Context: an optimization exercise on an open-source flow, tuned for small area, a short achievable clock period and few clock cycles. The choices shown serve that exercise and are no tape-out recipe. In this exercise RTL edits were held to simulation tests only and were not proved equivalent to the original. Power figures rest on the tool's default switching activity, not on a simulated workload.

==> flow/design.v <==
package ddo_pkg;
    localparam logic signed [33:0] PI_Q28      = 34'sd843314857;
    localparam logic signed [33:0] TWO_PI_Q28  = 34'sd1686629713;
    localparam logic signed [33:0] HALF_PI_Q28 = 34'sd421657428;
    localparam logic signed [31:0] CORDIC_GAIN_Q30 = 32'sd652032874;
    localparam logic signed [31:0] COS_ZERO_Q30 = 32'sd1073741826;
    localparam logic signed [31:0] SIN_ZERO_Q30 = -32'sd76;
    localparam logic [39:0] HALF_TRACK_DEFAULT = 40'd2621442;
    localparam logic [47:0] RADIUS_CAP = 48'h4000_0000_0000;
endpackage
module ddo_mul (
    input  logic signed [47:0] i_a,
    input  logic signed [47:0] i_acc,
    input  logic [7:0]         i_b,
    input  logic               i_bsig,
    output logic signed [47:0] o_acc,
    output logic [7:0]         o_low
);
    logic [56:0] w_a, w_p0, w_p1, w_p2, w_p3, w_p4, w_p5, w_p6, w_p7, w_sum;
    logic        w_neg;
    assign w_a   = 57'(i_a);
    assign w_neg = i_bsig & i_b[7];
    assign w_p0  = i_b[0] ? w_a        : 57'd0;
    assign w_p1  = i_b[1] ? w_a << 1   : 57'd0;
    assign w_p2  = i_b[2] ? w_a << 2   : 57'd0;
    assign w_p3  = i_b[3] ? w_a << 3   : 57'd0;
    assign w_p4  = i_b[4] ? w_a << 4   : 57'd0;
    assign w_p5  = i_b[5] ? w_a << 5   : 57'd0;
    assign w_p6  = i_b[6] ? w_a << 6   : 57'd0;
    assign w_p7  = i_b[7] ? (w_neg ? ~(w_a << 7) : w_a << 7) : 57'd0;
    assign w_sum = 57'(i_acc) + w_p0 + w_p1 + w_p2 + w_p3 + w_p4 + w_p5 + w_p6 + w_p7
                 + 57'(w_neg);
    assign o_acc = w_sum[55:8];
    assign o_low = w_sum[7:0];
endmodule
module ddo_div (
    input  logic [31:0] i_rem,
    input  logic [1:0]  i_nb,
    input  logic [31:0] i_den,
    output logic [31:0] o_rem,
    output logic [1:0]  o_q
);
    logic [32:0] w_r1, w_r2, w_r1s;
    logic [33:0] w_d1, w_d2;
    assign w_r1  = {i_rem, i_nb[1]};
    assign w_d1  = {1'b0, w_r1} - {2'b0, i_den};
    assign w_r1s = w_d1[33] ? w_r1 : w_d1[32:0];
    assign w_r2  = {w_r1s[31:0], i_nb[0]};
    assign w_d2  = {1'b0, w_r2} - {2'b0, i_den};
    assign o_rem = w_d2[33] ? w_r2[31:0] : w_d2[31:0];
    assign o_q   = {~w_d1[33], ~w_d2[33]};
endmodule
module ddo_cordic (
    input  logic signed [31:0] i_x,
    input  logic signed [31:0] i_y,
    input  logic signed [31:0] i_z,
    input  logic [4:0]         i_i,
    output logic signed [31:0] o_x,
    output logic signed [31:0] o_y,
    output logic signed [31:0] o_z
);
    logic signed [31:0] w_tx, w_ty, w_at;
    always_comb begin
        case (i_i)
            5'd0:  w_at = 32'sd843314856;
            5'd1:  w_at = 32'sd497837829;
            5'd2:  w_at = 32'sd263043836;
            5'd3:  w_at = 32'sd133525158;
            5'd4:  w_at = 32'sd67021686;
            5'd5:  w_at = 32'sd33543515;
            5'd6:  w_at = 32'sd16775850;
            5'd7:  w_at = 32'sd8388437;
            5'd8:  w_at = 32'sd4194282;
            5'd9:  w_at = 32'sd2097149;
            5'd10: w_at = 32'sd1048575;
            5'd11: w_at = 32'sd524287;
            5'd12: w_at = 32'sd262143;
            5'd13: w_at = 32'sd131071;
            5'd14: w_at = 32'sd65535;
            5'd15: w_at = 32'sd32767;
            5'd16: w_at = 32'sd16383;
            5'd17: w_at = 32'sd8191;
            5'd18: w_at = 32'sd4095;
            5'd19: w_at = 32'sd2047;
            5'd20: w_at = 32'sd1023;
            5'd21: w_at = 32'sd511;
            5'd22: w_at = 32'sd255;
            5'd23: w_at = 32'sd127;
            default: w_at = 32'sd0;
        endcase
    end
    assign w_tx = i_y >>> i_i;
    assign w_ty = i_x >>> i_i;
    assign o_x  = i_z[31] ? i_x + w_tx : i_x - w_tx;
    assign o_y  = i_z[31] ? i_y - w_ty : i_y + w_ty;
    assign o_z  = i_z[31] ? i_z + w_at : i_z - w_at;
endmodule
import ddo_pkg::*;
module diff_drive_odometry (
    input  logic         i_clk,
    input  logic         i_rst_n,
    input  logic         s_axis_tvalid,
    output logic         s_axis_tready,
    input  logic [63:0]  s_axis_tdata,
    output logic         m_axis_tvalid,
    input  logic         m_axis_tready,
    output logic [127:0] m_axis_tdata,
    input  logic         i_cfg_valid,
    output logic         o_cfg_ready,
    input  logic [2:0]   i_cfg_index,
    input  logic [27:0]  i_cfg_data
);
    localparam logic [3:0] F_IDLE = 4'd0, F_ML = 4'd1, F_LW = 4'd2, F_MR = 4'd3, F_RW = 4'd4,
                           F_MT   = 4'd5, F_TW = 4'd6, F_NH = 4'd7, F_WRAP = 4'd8,
                           F_DONE = 4'd9;
    localparam logic [3:0] B_IDLE = 4'd0, B_HDIV = 4'd1, B_HDONE = 4'd2, B_CD = 4'd3,
                           B_RDW  = 4'd4, B_RD   = 4'd5, B_MX    = 4'd6, B_XU = 4'd7,
                           B_MY   = 4'd8, B_YU   = 4'd9, B_MR2   = 4'd10, B_SW = 4'd11,
                           B_CINIT = 4'd12, B_FIN = 4'd13;
    logic [23:0] r_left_scale, r_right_scale, r_inv_track;
    logic [19:0] r_turn_db;
    logic [27:0] r_gyro_db;
    logic signed [31:0] r_heading, r_x, r_y, r_gyro;
    logic               r_out_valid;
    logic [3:0] r_fst, r_bst;
    logic [1:0] r_fcnt;
    logic [4:0] r_bcnt;
    logic signed [47:0] r_ma;
    logic [39:0]        r_mb;
    logic signed [47:0] r_acc;
    logic               r_blast;
    logic [39:0]        r_fl;        
    logic               r_flneg;
    logic [31:0]        r_fdmag;     
    logic               r_fdneg, r_fturn;
    logic signed [33:0] r_fnh;       
    logic [31:0] r_rem;
    logic [47:0] r_nq;
    logic        r_ovf;
    logic [31:0] r_dmag;
    logic        r_lneg, r_dneg, r_turn;
    logic signed [31:0] r_cx, r_cy, r_cz, r_c0, r_s0;
    logic        r_cneg, r_n0;
    logic [39:0] r_half;
    logic        r_half_ok;
    logic        r_sgx, r_sgy;
    logic signed [47:0] w_mul_acc;
    logic [7:0]  w_mul_low;
    logic [31:0] w_div_rem;
    logic [1:0]  w_div_q;
    logic signed [31:0] w_cor_x, w_cor_y, w_cor_z;
    logic        w_f_step, w_b_step, w_f_mul, w_b_mul;
    assign w_f_step = (r_fst == F_ML) || (r_fst == F_MR) || (r_fst == F_MT);
    assign w_b_step = (r_bst == B_MX) || (r_bst == B_MY) || (r_bst == B_MR2);
    assign w_f_mul  = w_f_step || (r_fst == F_LW) || (r_fst == F_RW) || (r_fst == F_TW);
    assign w_b_mul  = (r_bst == B_RDW) || (r_bst == B_RD) || (r_bst == B_MX) || (r_bst == B_XU) ||
                      (r_bst == B_MY) || (r_bst == B_YU) || (r_bst == B_MR2) || (r_bst == B_SW);
    ddo_mul u_mul (.i_a(r_ma), .i_acc(r_acc), .i_b(r_mb[7:0]), .i_bsig(r_blast),
                   .o_acc(w_mul_acc), .o_low(w_mul_low));
    ddo_div u_div (.i_rem(r_rem), .i_nb(r_nq[47:46]), .i_den(r_dmag), .o_rem(w_div_rem), .o_q(w_div_q));
    ddo_cordic u_cor (.i_x(r_cx), .i_y(r_cy), .i_z(r_cz), .i_i(r_bcnt),
                      .o_x(w_cor_x), .o_y(w_cor_y), .o_z(w_cor_z));
    logic [15:0] w_lc, w_rc, w_lc_mag;
    assign w_lc     = s_axis_tdata[15:0];
    assign w_rc     = s_axis_tdata[31:16];
    assign w_lc_mag = w_lc[15] ? 16'd0 - w_lc : w_lc;
    logic signed [40:0] w_wr;
    logic signed [41:0] w_diff;
    assign w_wr   = $signed({r_acc[24:0], r_mb[39:24]});
    assign w_diff = r_flneg ? 42'(w_wr) + 42'(r_fl) : 42'(w_wr) - 42'(r_fl);
    logic [59:0] w_gx;
    logic        w_pneg, w_pfrac, w_big;
    logic [32:0] w_m33;
    logic [31:0] w_dmag_new;
    logic        w_dsat;
    assign w_pneg  = r_acc[47];
    assign w_pfrac = |r_mb[27:16];
    assign w_gx    = w_pneg ? ~{r_acc, r_mb[39:28]} : {r_acc, r_mb[39:28]};
    assign w_big   = |w_gx[59:32];
    assign w_m33   = {1'b0, w_gx[31:0]} + 33'(w_pneg & ~w_pfrac);
    always_comb begin
        if (w_pneg) begin
            w_dsat     = w_big || w_m33[32] || (w_m33[31] && (|w_m33[30:0]));
            w_dmag_new = w_dsat ? 32'h8000_0000 : w_m33[31:0];
        end else begin
            w_dsat     = w_big || w_m33[32] || w_m33[31];
            w_dmag_new = w_dsat ? 32'h7FFF_FFFF : w_m33[31:0];
        end
    end
    logic        w_ge_pi, w_lt_mpi, w_gt_hpi, w_lt_mhpi, w_in_range;
    logic signed [33:0] w_ang_a, w_ang_b, w_ang_sum;
    logic        w_ang_cin, w_fneg;
    assign w_ge_pi    = r_fnh >= PI_Q28;
    assign w_lt_mpi   = r_fnh < -PI_Q28;
    assign w_gt_hpi   = r_fnh > HALF_PI_Q28;
    assign w_lt_mhpi  = r_fnh < -HALF_PI_Q28;
    assign w_in_range = !w_ge_pi && !w_lt_mpi;
    always_comb begin
        w_ang_cin = 1'b0;
        w_fneg    = 1'b0;
        w_ang_a   = r_fnh;
        if (r_fst == F_NH) begin
            w_ang_a   = 34'(r_heading);
            w_ang_b   = r_fdneg ? ~$signed({2'b0, r_fdmag}) : $signed({2'b0, r_fdmag});
            w_ang_cin = r_fdneg;
        end else if (w_ge_pi)   w_ang_b = -TWO_PI_Q28;
        else if (w_lt_mpi)      w_ang_b = TWO_PI_Q28;
        else if (w_gt_hpi) begin
            w_ang_b = -PI_Q28;
            w_fneg  = 1'b1;
        end else if (w_lt_mhpi) begin
            w_ang_b = PI_Q28;
            w_fneg  = 1'b1;
        end else                w_ang_b = '0;
    end
    assign w_ang_sum = w_ang_a + w_ang_b + 34'(w_ang_cin);
    logic [47:0] w_qc;
    logic        w_qneg;
    logic signed [47:0] w_r;
    logic signed [32:0] w_cdp, w_sdp;
    logic        w_same;
    assign w_qc   = (r_ovf || (r_nq > RADIUS_CAP)) ? RADIUS_CAP : r_nq;
    assign w_qneg = r_lneg ^ r_dneg;
    assign w_r    = $signed({8'd0, r_half}) + $signed(w_qneg ? ~w_qc : w_qc) + 48'(w_qneg);
    assign w_same = (r_n0 == r_cneg);
    assign w_cdp  = w_same ? 33'(r_c0) - 33'(r_cx) : 33'(r_c0) + 33'(r_cx);
    assign w_sdp  = w_same ? 33'(r_s0) - 33'(r_cy) : 33'(r_s0) + 33'(r_cy);
    logic signed [57:0] w_f;
    logic        w_ffrac, w_fbig, w_sg, w_cin;
    logic signed [31:0] w_pos;
    logic signed [35:0] w_psum;
    logic signed [31:0] w_pos_new;
    assign w_f     = $signed({r_acc, r_mb[39:30]});
    assign w_ffrac = r_acc[47] && (|r_mb[29:0]);
    assign w_fbig  = !((&w_f[57:33]) || !(|w_f[57:33]));
    assign w_sg    = (r_bst == B_XU) ? r_sgx : r_sgy;
    assign w_pos   = (r_bst == B_XU) ? r_x : r_y;
    assign w_cin   = w_sg ? !w_ffrac : w_ffrac;
    assign w_psum  = 36'(w_pos) + (w_sg ? ~w_f[35:0] : w_f[35:0]) + 36'(w_cin);
    always_comb begin
        if (w_fbig)
            w_pos_new = (w_sg ^ w_f[57]) ? 32'sh8000_0000 : 32'sh7FFF_FFFF;
        else if ((&w_psum[35:31]) || !(|w_psum[35:31]))
            w_pos_new = w_psum[31:0];
        else
            w_pos_new = w_psum[35] ? 32'sh8000_0000 : 32'sh7FFF_FFFF;
    end
    logic signed [31:0] w_g;
    logic [31:0] w_gx32;
    logic        w_g_pass;
    logic signed [32:0] w_g_sum;
    assign w_g      = s_axis_tdata[63:32];
    assign w_gx32   = w_g[31] ? ~w_g : w_g;
    assign w_g_pass = w_g[31] ? (w_gx32 >= 32'(r_gyro_db)) : (w_gx32 > 32'(r_gyro_db));
    assign w_g_sum  = 33'(r_gyro) + 33'(w_g);
    logic w_bstart, w_take;
    assign w_bstart      = (r_bst == B_IDLE) && r_half_ok && (r_fst == F_DONE) && !r_out_valid;
    assign w_take        = (w_bstart && r_fturn) || (r_bst == B_FIN);
    assign s_axis_tready = w_take;
    assign o_cfg_ready   = 1'b1;
    assign m_axis_tvalid = r_out_valid;
    assign m_axis_tdata  = {r_gyro, r_y, r_x, r_heading};
    always_ff @(posedge i_clk) begin
        if (!i_rst_n) begin
            r_fst         <= F_IDLE;
            r_bst         <= B_IDLE;
            r_out_valid   <= 1'b0;
            r_left_scale  <= 24'd65536;
            r_right_scale <= 24'd65536;
            r_inv_track   <= 24'd209715;
            r_turn_db     <= 20'd26844;
            r_gyro_db     <= 28'd5368709;
            r_heading     <= '0;
            r_x           <= '0;
            r_y           <= '0;
            r_gyro        <= '0;
            r_cx          <= COS_ZERO_Q30;
            r_cy          <= SIN_ZERO_Q30;
            r_cneg        <= 1'b0;
            r_half        <= HALF_TRACK_DEFAULT;
            r_half_ok     <= 1'b1;
        end else begin
            if (w_take) begin
                r_heading <= r_fnh[31:0];
                if (w_g_pass) begin
                    if (w_g_sum[32] != w_g_sum[31])
                        r_gyro <= w_g_sum[32] ? 32'sh8000_0000 : 32'sh7FFF_FFFF;
                    else
                        r_gyro <= w_g_sum[31:0];
                end
            end
            if (((r_bst == B_YU) && r_turn) || (r_bst == B_FIN))
                r_out_valid <= 1'b1;
            else if (m_axis_tready)
                r_out_valid <= 1'b0;
            case (r_fst)
                F_IDLE: if (s_axis_tvalid && !w_b_mul) r_fst <= F_ML;
                F_ML:   if (r_fcnt == 2'd1) r_fst <= F_LW;
                F_LW:   r_fst <= F_MR;
                F_MR:   if (r_fcnt == 2'd1) r_fst <= F_RW;
                F_RW:   r_fst <= F_MT;
                F_MT:   if (r_fcnt == 2'd2) r_fst <= F_TW;
                F_TW:   r_fst <= F_NH;
                F_NH:   r_fst <= F_WRAP;
                F_WRAP: if (w_in_range) r_fst <= F_DONE;
                F_DONE: if (w_take) r_fst <= F_IDLE;
                default: r_fst <= F_IDLE;
            endcase
            case (r_bst)
                B_IDLE: begin
                    if (!r_half_ok) begin
                        if (r_inv_track == 24'd0) begin
                            r_half    <= '0;
                            r_half_ok <= 1'b1;
                        end else begin
                            r_bst <= B_HDIV;
                        end
                    end else if (w_bstart) begin
                        if (r_fturn) begin
                            r_cx   <= CORDIC_GAIN_Q30;
                            r_cy   <= '0;
                            r_cneg <= w_fneg;
                            r_bst  <= B_CD;
                        end else begin
                            r_bst  <= B_MR2;
                        end
                    end
                end
                B_HDIV:  if (r_bcnt == 5'd23) r_bst <= B_HDONE;
                B_HDONE: begin
                    r_half    <= r_nq[39:0];
                    r_half_ok <= 1'b1;
                    r_bst     <= B_IDLE;
                end
                B_CINIT: begin
                    r_cx   <= CORDIC_GAIN_Q30;
                    r_cy   <= '0;
                    r_cneg <= w_fneg;
                    r_bst  <= B_CD;
                end
                B_CD: begin
                    r_cx <= w_cor_x;
                    r_cy <= w_cor_y;
                    if (r_bcnt == 5'd23) r_bst <= !r_turn ? B_FIN : (w_f_mul ? B_RDW : B_RD);
                end
                B_RDW: if (!w_f_mul) r_bst <= B_RD;
                B_RD:  r_bst <= B_MX;
                B_MX:  if (r_bcnt == 5'd4) r_bst <= B_XU;
                B_XU: begin
                    r_x   <= w_pos_new;
                    r_bst <= B_MY;
                end
                B_MY:  if (r_bcnt == 5'd4) r_bst <= B_YU;
                B_YU: begin
                    r_y   <= w_pos_new;
                    r_bst <= r_turn ? B_IDLE : B_CINIT;
                end
                B_MR2: if (r_bcnt == 5'd1) r_bst <= B_SW;
                B_SW:  r_bst <= B_MX;
                B_FIN: r_bst <= B_IDLE;
                default: r_bst <= B_IDLE;
            endcase
            if (i_cfg_valid) begin
                case (i_cfg_index)
                    3'd0: r_left_scale  <= i_cfg_data[23:0];
                    3'd1: r_right_scale <= i_cfg_data[23:0];
                    3'd2: begin
                        r_inv_track <= i_cfg_data[23:0];
                        r_half_ok   <= 1'b0;
                        r_fst       <= F_IDLE;
                        r_bst       <= B_IDLE;
                    end
                    3'd3: r_turn_db     <= i_cfg_data[19:0];
                    3'd4: r_gyro_db     <= i_cfg_data;
                    default: ;
                endcase
            end
        end
    end
    always_ff @(posedge i_clk) begin
        r_fcnt <= w_f_step ? r_fcnt + 2'd1 : 2'd0;
        case (r_bst)
            B_HDIV, B_CD, B_MX, B_MY, B_MR2: r_bcnt <= r_bcnt + 5'd1;
            default: r_bcnt <= '0;
        endcase
        r_blast <= ((r_fst == F_MR) && (r_fcnt == 2'd0)) ||
                   ((r_bst == B_MR2) && (r_bcnt == 5'd0)) ||
                   ((r_bst == B_MX || r_bst == B_MY) && (r_bcnt == 5'd3));
        if (w_f_step || w_b_step) begin
            r_acc <= w_mul_acc;
            r_mb  <= {w_mul_low, r_mb[39:8]};
        end else if (r_fst == F_IDLE && !w_b_mul) begin
            r_ma  <= 48'(r_left_scale);
            r_mb  <= 40'(w_lc_mag);
            r_acc <= '0;
        end else if (r_fst == F_LW) begin
            r_ma  <= 48'(r_right_scale);
            r_mb  <= 40'($signed(w_rc));
            r_acc <= '0;
        end else if (r_fst == F_RW) begin
            r_ma  <= 48'(w_diff);
            r_mb  <= 40'(r_inv_track);
            r_acc <= '0;
        end else if (r_bst == B_IDLE) begin
            r_ma  <= 48'(r_right_scale);
            r_mb  <= 40'($signed(w_rc));
            r_acc <= '0;
        end else if (r_bst == B_RD) begin
            r_ma  <= w_r;
            r_mb  <= 40'(w_cdp);
            r_acc <= '0;
        end else if (r_bst == B_XU) begin
            r_mb  <= 40'($signed(r_nq[32:0]));
            r_acc <= '0;
        end else if (r_bst == B_SW) begin
            r_ma  <= 48'(w_wr);
            r_mb  <= 40'(r_cy);
            r_acc <= '0;
        end
        case (r_fst)
            F_LW: begin
                r_fl    <= {r_acc[23:0], r_mb[39:24]};
                r_flneg <= w_lc[15];
            end
            F_TW: begin
                r_fdmag <= w_dmag_new;
                r_fdneg <= w_pneg && (w_dmag_new != 32'd0);
            end
            F_NH: begin
                r_fnh   <= w_ang_sum;
                r_fturn <= (r_fdmag != 32'd0) && (r_fdmag >= 32'(r_turn_db));
            end
            F_WRAP: if (!w_in_range) r_fnh <= w_ang_sum;
            default: ;
        endcase
        case (r_bst)
            B_IDLE: begin
                if (!r_half_ok) begin
                    r_rem  <= '0;
                    r_nq   <= 48'd1 << 39;
                    r_dmag <= 32'(r_inv_track);
                end else begin
                    r_rem  <= 32'(r_fl[39:20]);
                    r_nq   <= {r_fl[19:0], 28'd0};
                    r_dmag <= r_fdmag;
                    r_ovf  <= 32'(r_fl[39:20]) >= r_fdmag;
                    r_lneg <= r_flneg;
                    r_dneg <= r_fdneg;
                    r_turn <= r_fturn;
                    r_cz   <= w_ang_sum[31:0] <<< 2;
                    r_c0   <= r_cx;
                    r_s0   <= r_cy;
                    r_n0   <= r_cneg;
                end
            end
            B_HDIV, B_CD: begin
                r_rem <= w_div_rem;
                r_nq  <= {r_nq[45:0], w_div_q};
                if (r_bst == B_CD) r_cz <= w_cor_z;
            end
            B_CINIT: r_cz <= w_ang_sum[31:0] <<< 2;
            B_RD: begin
                r_sgx <= r_n0;
                r_nq  <= 48'(w_sdp);
                r_sgy <= !r_n0;
            end
            B_SW: begin
                r_sgx <= r_cneg;
                r_nq  <= 48'(r_cx);
                r_sgy <= r_cneg;
            end
            default: ;
        endcase
    end
endmodule
==> flow/run.sh <==
#!/bin/bash
# synth_recipe.tcl (not shown) runs the flow's synth.tcl, then flattens the netlist and writes it again
# the make line also repeats each setting of config.mk as NAME=value (left out here)
make -C /OpenROAD-flow-scripts/flow DESIGN_CONFIG=/design/flow/config.mk WORK_HOME=/design/flow/orfs CLKGATE_MAP_FILE= SYNTH_SCRIPT=/design/flow/synth_recipe.tcl finish
==> flow/config.mk <==
export PLATFORM = sky130hd
export DESIGN_NAME = diff_drive_odometry
export DESIGN_NICKNAME = diff_drive_odometry
export VERILOG_FILES = /design/flow/design.v
export SDC_FILE = /design/flow/constraint.sdc
export NUM_CORES = 4
export LEC_CHECK = 0
export CAP_MARGIN = 20
export CORE_MARGIN = 2
export CORE_UTILIZATION = 40
export SLEW_MARGIN = 20
==> flow/constraint.sdc <==
create_clock -name core_clock -period 11.0 [get_ports {i_clk}]
set_input_delay 2.2000 -clock core_clock [delete_from_list [all_inputs] [get_ports {i_clk}]]
set_output_delay 2.2000 -clock core_clock [all_outputs]
set_load 0.01 [all_outputs]
==> summary.txt <==
power by group through the flow:
stage | clock network, mW | logic, mW | registers, mW
2_1_floorplan | 0 | 6.30 | 3.83
3_3_place_gp | 0 | 8.10 | 4.04
3_5_place_dp | 0 | 8.17 | 4.04
4_1_cts | 3.76 | 8.24 | 3.97
5_1_grt | 3.88 | 9.26 | 3.99
6_report | 3.71 | 8.28 | 3.99
worst max-delay path, stage by stage, from the launching register on:
cell,delay (ps)
sky130_fd_sc_hd__edfxtp_1,440
sky130_fd_sc_hd__inv_1,140
sky130_fd_sc_hd__ha_1,290
sky130_fd_sc_hd__nor2b_1,140
sky130_fd_sc_hd__o21ai_0,120
sky130_fd_sc_hd__a21boi_0,350
sky130_fd_sc_hd__o221a_2,300
sky130_fd_sc_hd__o211a_1,270
sky130_fd_sc_hd__a41oi_1,180
sky130_fd_sc_hd__a21oi_1,420
sky130_fd_sc_hd__a21oi_1,190
sky130_fd_sc_hd__a211o_1,340
sky130_fd_sc_hd__o21ai_4,380
sky130_fd_sc_hd__buf_4,540
sky130_fd_sc_hd__mux2_2,420
sky130_fd_sc_hd__ha_1,320
sky130_fd_sc_hd__o21ai_0,490
sky130_fd_sc_hd__a211oi_1,240
sky130_fd_sc_hd__o2111ai_1,360
sky130_fd_sc_hd__nand4_1,200
sky130_fd_sc_hd__nand3_1,190
sky130_fd_sc_hd__o21ai_0,170
sky130_fd_sc_hd__a31o_2,300
sky130_fd_sc_hd__a211o_2,500
sky130_fd_sc_hd__buf_12,240
sky130_fd_sc_hd__o21ai_0,470
sky130_fd_sc_hd__o21ai_0,150
cell families (layout without fill, tap and decap cells):
logic type               count (synthesis)  after routing
AO/OA/AOI/OAI                         2586           2586
buffers and inverters                 1250           1252
AND/OR/NAND/NOR                       3079           3079
adder cells (fa/ha/maj)                957            957
multiplexers                           243            243
XOR/XNOR                               840            840
other                                    1             14
flip-flops                             861            861
Yosys cell counts, drive strengths merged (117+ instances only):
| cell | count | area (sq um) |
|---|---|---|
| ha | 559 | 6990 |
| a31oi | 117 | 732 |
| and2 | 219 | 1370 |
| fa | 367 | 7350 |
| a21oi | 906 | 4540 |
| nand3 | 204 | 1020 |
| nor3 | 162 | 832 |
| clkbuf | 467 | 1750 |
| edfxtp | 460 | 13800 |
| a22oi | 147 | 1100 |
| dfxtp | 401 | 8030 |
| nor2 | 638 | 2410 |
| xnor2 | 499 | 4380 |
| inv | 667 | 2500 |
| o21ai | 517 | 2590 |
| a21o | 280 | 2100 |
| nand2 | 1337 | 5020 |
| xor2 | 341 | 2990 |
layer usage:
metal	vias up	GRT usage	routed length [um]
li1	34300	-	-
met1	36300	0.377	129000
met2	3190	0.453	139000
met3	754	0.0400	22500
met4	10	0.162	20300
met5	-	0	76
final timing paths:
| path | start | endpoint | slack (ps) | cells past startpoint |
|---|---|---|---|---|
| max reg2reg | r_nq[47] | r_rem[0] | 2530 | 26 |
| max | r_nq[47] | r_rem[0] | 2530 | 26 |
| min reg2reg | r_fcnt[0] | r_fcnt[0] | 440 | 1 |
| min | r_fcnt[0] | r_fcnt[0] | 440 | 1 |
area by class of cell:
cell class	count	area, sq um	area share
multi-input combinational	7706	56100	0.617
inverter	675	2540	0.0280
antenna	13	32.5	0.000358
sequential	861	21900	0.240
clock inverter	51	573	0.00630
clock buffer	148	3050	0.0335
tap	2688	3360	0.0370
timing repair buffer	378	3420	0.0376
flip-flops by register name, indices dropped and copies added, names as in the netlist, 34 cells and up:
| name | flops |
|---|---|
| r_ma | 48 |
| r_half | 40 |
| r_nq | 48 |
| r_mb | 40 |
| r_fl | 40 |
| r_fnh | 34 |
| r_acc | 48 |
stage by stage:
stage,hold slack (ps),util,instances
floorplan,417,-,9817
global placement,428,0.426,12300
detailed placement,437,0.426,12300
CTS,446,0.444,12500
global route,465,0.444,12500
finish,444,0.444,12500
==> flow_summary.json <==
{
  "maximum_ir_drop_on_the_vdd_rail_mv": 0.245,
  "worstSkewPairLatency_ps": 810,
  "initial_core_util": 0.403,
  "synth_top_flop_cell": "sky130_fd_sc_hd__edfxtp_1",
  "cts_tree": "yes",
  "status": "finished clean",
  "drt-pass1-iter-count": 6,
  "share_clk_of_total_power": 0.232,
  "nFillCells": 20100,
  "yosys.cell_types.count": 101,
  "power.internal_mw": 9.06,
  "async_reset_ff_frac": 0,
  "initial_antenna_violation_count": 21,
  "path_class": "reg -> reg",
  "inserted_clock_buffers": 105,
  "most-common-layout-cells": "sky130_fd_sc_hd__nand2_1 (1,334), sky130_fd_sc_hd__a21oi_1 (902), sky130_fd_sc_hd__inv_1 (659)",
  "timing.clock.skew_ps": 43.1,
  "worst-endpoint-required_ps": 11530,
  "die-height_um": 458,
  "antenna_left": 0,
  "p_per_area_nw_per_um2": 176,
  "cp.arrival_ps": 9000,
  "endpoint_kind": "flop",
  "final_min_period_over_clock_period": 0.770,
  "fp.dieArea_sq_um": 210000,
  "worst-path-max-fanout": 45,
  "hp-class": "reg -> reg",
  "synth.mux.area_fraction": 0.0441,
  "synth.avg_cell_area_sq_um": 8.40,
  "switchingPower_mw": 6.92,
  "simple_gate_share_of_the_synthesized_area": 0.171,
  "yosysWarnings": 2,
  "placedInstanceArea_sq_um": 87200,
  "count_of_endpoints_failing_hold_in_the_final_timing_report": 0,
  "fp.dieW_um": 458,
  "synth_enable_flop_cells": 460,
  "layout_commonest_cell": "sky130_fd_sc_hd__nand2_1",
  "globalRoute.totalOverflow": 0,
  "slew_viol_final": 0,
  "p_leak_nw": 37.5,
  "share_of_cells_above_drive_strength_1": 0.0619,
  "rsz_0062_raised_after_global_routing": "no",
  "yosys.area_share.xor_xnor": 0.0893,
  "routed-via-count": 74500,
  "detail_route.wirelength_um": 310000,
  "seq_area_frac_synth": 0.265,
  "cts.sinks": 861,
  "drv_cap": 0,
  "cts_max_level": 3,
  "final_cell_area_sq_um": 90900,
  "period_needed_ps": 8470,
  "largest_net_degree_at_the_start_of_global_routing": 88,
  "synthesis.nets": 10800,
  "tightest_slew_ps": 1190,
  "setup_ws_ps": 2530,
  "grt_pass1_wl_um": 460000,
  "postCtsResizedCells": 0,
  "setup-tns-final_ps": 0,
  "wire_per_inst_um": 24.8,
  "drt-vias-per-instance": 5.95,
  "io_buffer_count": 229,
  "fin_total_pwr_mw": 16.0,
  "power.combinational.fraction": 0.518,
  "arithmetic_cell_share_of_the_synthesized_area_counting_full_adders_half_adders_and_majority_gates": 0.178,
  "slew-limit-headroom": 0.202,
  "finalSetupViolations": 0,
  "power.share.sequential": 0.250,
  "pre_cts_slack_ps": 2510,
  "global_route.usage.total": 0.287,
  "detailedRoute.firstIterationViolations": 7983,
  "postSynthCellCount": 9817,
  "gp_congestion": 1.02,
  "yosys_register_bits": 861,
  "crit_path_start_kind": "flop",
  "clk_transition_reported_paths_ps": 60,
  "top_level_ports": 231,
  "first_global_vias": 72000,
  "dp_hpwl_um": 233000,
  "compound_cell_area_share_of_the_yosys_netlist": 0.195,
  "cts_setup_buffers": 0,
  "max_freq_mhz": 118,
  "max-clock-path-buffers": 3,
  "cts-root-buf": "sky130_fd_sc_hd__clkbuf_16",
  "route.detailed.drc": 0,
  "holdBufCountCts": 0,
  "switching_share": 0.433,
  "syn-cell-area_sq_um": 82500,
  "largest_family_of_logic_cells_by_synthesized_area": "compound AO/OA/AOI/OAI gates",
  "coreArea_sq_um": 205000,
  "design.final.nets": 10800,
  "fp-row-count": 166,
  "synthToLayoutAreaGrowth_pct": 10.2
}
Testbench counts, summed over its fixed seeds: cycles 70,348.

## afterwards: timing with drivers on the ports
Ports are ideal in the flow. The routed layout listed here was re-timed in OpenROAD.
Step 1 (the two cells are an assumption about what drives the block):
set clk [get_ports {i_clk}]
set_driving_cell -lib_cell sky130_fd_sc_hd__clkbuf_16 $clk
set_driving_cell -lib_cell sky130_fd_sc_hd__buf_2 [delete_from_list [all_inputs] $clk]
Step 2, shift: input delay + t, output delay - t, t = (earliest + latest rising clock arrival at the registers) / 2. This alone moves slack from input paths to output paths.
Three values: ideal ports, drivers, drivers and shift; two values: the first two.
t, ns: 0.873
setup slack, ns: 2.526 / 2.526 / 2.526
worst setup path after step 2: register to register
clock arrival spread, ns: 0.046 / 0.045
After both steps setup and hold are still met in this run. The setup slack of this run moves by 0.000 ns with the drivers and by 0.000 ns with both steps.
